This is an optimization exercise on Yosys and OpenROAD, whose aim is small area, not a production implementation.
In this exercise RTL edits were held to simulation tests only and were not proved equivalent to the original.
Power is estimated from default activity; no workload was simulated.

## neighborhood_crowding_growth_rate_unit
module neighborhood_crowding_growth_rate_unit (
  input  logic                   clk,
  input  logic                   rst,
  input  logic                   cfg_we,
  input  logic [2:0]             cfg_index,
  input  logic [19:0]            cfg_data,
  input  logic                   item_valid,
  output logic                   item_ready,
  input  logic [19:0]            item_density_code,
  input  logic [19:0]            item_occupant_label,
  input  logic [1:0]             item_position_stage,
  input  logic [1:0]             item_center_type,
  input  logic signed [23:0]     item_inherent_rate,
  input  logic                   item_last_position,
  output logic                   result_valid,
  input  logic                   result_ready,
  output logic signed [31:0]     result_adjusted_rate,
  output logic [5:0]             result_r_neighbors,
  output logic [6:0]             result_k_neighbors,
  output logic [6:0]             result_total_neighbors
);
For scale: roughly 1,700 flip-flops.
==> flow/config.mk <==
export PLATFORM = sky130hd
export DESIGN_NAME = neighborhood_crowding_growth_rate_unit
export DESIGN_NICKNAME = neighborhood_crowding_growth_rate_unit
export VERILOG_FILES = /design/flow/design.v
export SDC_FILE = /design/flow/constraint.sdc
export NUM_CORES = 4
export LEC_CHECK = 0
export CAP_MARGIN = 20
export CORE_MARGIN = 2
export CORE_UTILIZATION = 72
export PLACE_DENSITY = 0.8
export SLEW_MARGIN = 20
==> flow/constraint.sdc <==
create_clock -name core_clock -period 11.0 [get_ports {clk}]
set_input_delay 2.2000 -clock core_clock [delete_from_list [all_inputs] [get_ports {clk}]]
set_output_delay 2.2000 -clock core_clock [all_outputs]
set_load 0.01 [all_outputs]
standard.sh (not shown) runs the stock make flow with config.mk's settings and CLKGATE_MAP_FILE= SYNTH_SCRIPT=/design/flow/synth_recipe.tcl, a recipe that flattens the netlist after the stock synthesis.
==> flow/flow/run.sh <==
#!/bin/bash
# The standard ORFS layout (the standard.sh, unchanged synthesis), with two settings passed
# to make: port buffers use the smallest buffer cell, and the clock tree is built from
# clkbuf_16 sink clusters without dummy loads. make's full output goes to make_finish.log here;
# each ORFS step also keeps its own log under orfs/logs/.
set -euo pipefail
cd "$(dirname "${BASH_SOURCE[0]}")/.."
bash standard.sh \
  BUFFER_PORTS_ARGS="-buffer_cell sky130_fd_sc_hd__buf_1" \
  CTS_ARGS="-sink_clustering_enable -repair_clock_nets -dont_use_dummy_load -sink_clustering_size 30 -sink_clustering_max_diameter 60 -buf_list sky130_fd_sc_hd__clkbuf_16" \
  finish > make_finish.log 2>&1
The starting point finished but fails on negative setup slack.
Change:
--- a/flow/flow/run.sh
+++ b/flow/flow/run.sh
@@ -10 +10 @@
-  CTS_ARGS="-sink_clustering_enable -repair_clock_nets -dont_use_dummy_load -sink_clustering_size 30 -sink_clustering_max_diameter 60 -buf_list sky130_fd_sc_hd__clkbuf_16" \
+  CTS_ARGS="-sink_clustering_enable -repair_clock_nets -dont_use_dummy_load -sink_clustering_size 24 -sink_clustering_max_diameter 50 -buf_list sky130_fd_sc_hd__clkbuf_16" \
The new run produced a layout that fails on negative setup slack.
Cell count rose by 1.0%.
Sequential cell count is unchanged.
Design area came out higher by 1.6%.
Hold slack improves by 13 ps.
Worst setup slack got worse by 220 ps.
Power went up by 5.9%.
Synthesized area stays the same.

* * *

## run 1
Another version of the RTL of neighborhood_crowding_growth_rate_unit (not shown whole).
Size in the first run: roughly 1700 flip-flops.
export LEC_CHECK = 0
export CAP_MARGIN = 20
export CORE_MARGIN = 2
export CORE_UTILIZATION = 72
export PLACE_DENSITY = 0.8
export SETUP_SLACK_MARGIN = 0.4
export SLEW_MARGIN = 20
create_clock -name core_clock -period 11.0 [get_ports {clk}]
==> flow/flow/run.sh <==
#!/bin/bash
# The standard ORFS layout (the standard.sh, unchanged synthesis), with two settings passed
# to make: port buffers use the smallest buffer cell, and the clock tree is built from
# clkbuf_16 sink clusters without dummy loads. make's full output goes to make_finish.log here;
# each ORFS step also keeps its own log under orfs/logs/.
set -euo pipefail
cd "$(dirname "${BASH_SOURCE[0]}")/.."
bash standard.sh \
  BUFFER_PORTS_ARGS="-buffer_cell sky130_fd_sc_hd__buf_1" \
  CTS_ARGS="-sink_clustering_enable -repair_clock_nets -dont_use_dummy_load -sink_clustering_size 27 -sink_clustering_max_diameter 55 -buf_list sky130_fd_sc_hd__clkbuf_16" \
  finish > make_finish.log 2>&1
Modified inputs, run 2 compared to run 1
Settings: removing SETUP_SLACK_MARGIN (formerly 0.4).
-- flow/flow/run.sh --
<<< run 1, line 9
  BUFFER_PORTS_ARGS="-buffer_cell sky130_fd_sc_hd__buf_1" \
  CTS_ARGS="-sink_clustering_enable -repair_clock_nets -dont_use_dummy_load -sink_clustering_size 27 -sink_clustering_max_diameter 55 -buf_list sky130_fd_sc_hd__clkbuf_16" \
  finish > make_finish.log 2>&1
>>> run 2, line 9
  BUFFER_PORTS_ARGS="-buffer_cell sky130_fd_sc_hd__buf_1" \
  CTS_ARGS="-sink_clustering_enable -repair_clock_nets -dont_use_dummy_load -sink_clustering_size 24 -sink_clustering_max_diameter 50 -buf_list sky130_fd_sc_hd__clkbuf_16" \
  finish > make_finish.log 2>&1
[summary]
Although run 2 finished all stages, its layout failed final checks on negative setup slack.
ring[71][5]$_DFF_P_ as the capture point of the critical path was reported by run 2, and ring[71][8]$_DFF_P_ by run 1.
Lower multi-input gate area in the final layout goes to run 2 over run 1.
In the flow results for run 1 and run 2, the final worst-path cycle share is smaller on run 1.
Between run 1 and run 2, the met3 capacity usage during global routing is higher for run 2.
As of run 2, total number of vias had risen slightly compared to run 1.
Cmp run 1 and run 2 / shortest clock period the worst path allows after layout / higher: run 2
Delta (run 2 minus run 1): routed wire length climbed 0.86%; number of non-clock buffers in the layout fell about 4.5%.
Diff run 1 -> run 2: clock power went up; proportion of power drawn by flip-flops and latches went down; sequential share of layout area went down.
Setup changes, run 2 to run 3
Settings: SETUP_SLACK_MARGIN: unset -> 0.4.
[summary]
- The sole clean run among run 2 and run 3 is run 3.
- Compared with run 2, run 3 shows critical path depth lower by 2.8%.
- Diff run 2 -> run 3: post-synthesis instance total has remained practically unchanged, setup slack at placement comparable.
- The setup slack reported for run 3 is greater than that of run 2 by 390 ps.
- Power spent charging and discharging nets sits higher in run 3 than in run 2.
- Run 2 has a higher share of the clock period used by the worst path after layout than run 3.
- Relative to run 2, via count has increased by 0.56% in run 3.
- Compared with run 2, run 3 shows a average wire per standard cell that is about 1.8% higher.
- Run 2 has lower proportion of layout cells with a drive suffix above 1 than run 3.

## re-timing with driven ports
The results above use ideal ports. As a check the final layouts listed here were re-extracted and re-timed, cells and wires unchanged.
Step 1 assumes that a clkbuf_16 drives the clock port and a buf_2 every other input.
Step 2 moves the port delays by t, midway between the first and last clock arrival at a register: inputs arrive t later, outputs are due t later. That takes back most of the time a late clock gives input paths.
a / b / c = no drivers / after step 1 / after step 2; a / b = the first two.
| run | t (ns) | setup slack, ns | hold slack, ns |
|---|---|---|---|
| the first run of note 1 | 0.680 | -0.270 / -0.270 / -0.270 | 0.268 / 0.268 / 0.268 |
| the second run of note 1 | 0.726 | -0.491 / -0.491 / -0.491 | 0.280 / 0.280 / 0.280 |
| run 1 | 0.696 | 0.376 / 0.376 / 0.376 | 0.277 / 0.277 / 0.277 |
| run 2 | 0.708 | -0.098 / -0.098 / -0.098 | 0.269 / 0.269 / 0.269 |
| run 3 | 0.703 | 0.291 / 0.291 / 0.291 | 0.272 / 0.272 / 0.272 |
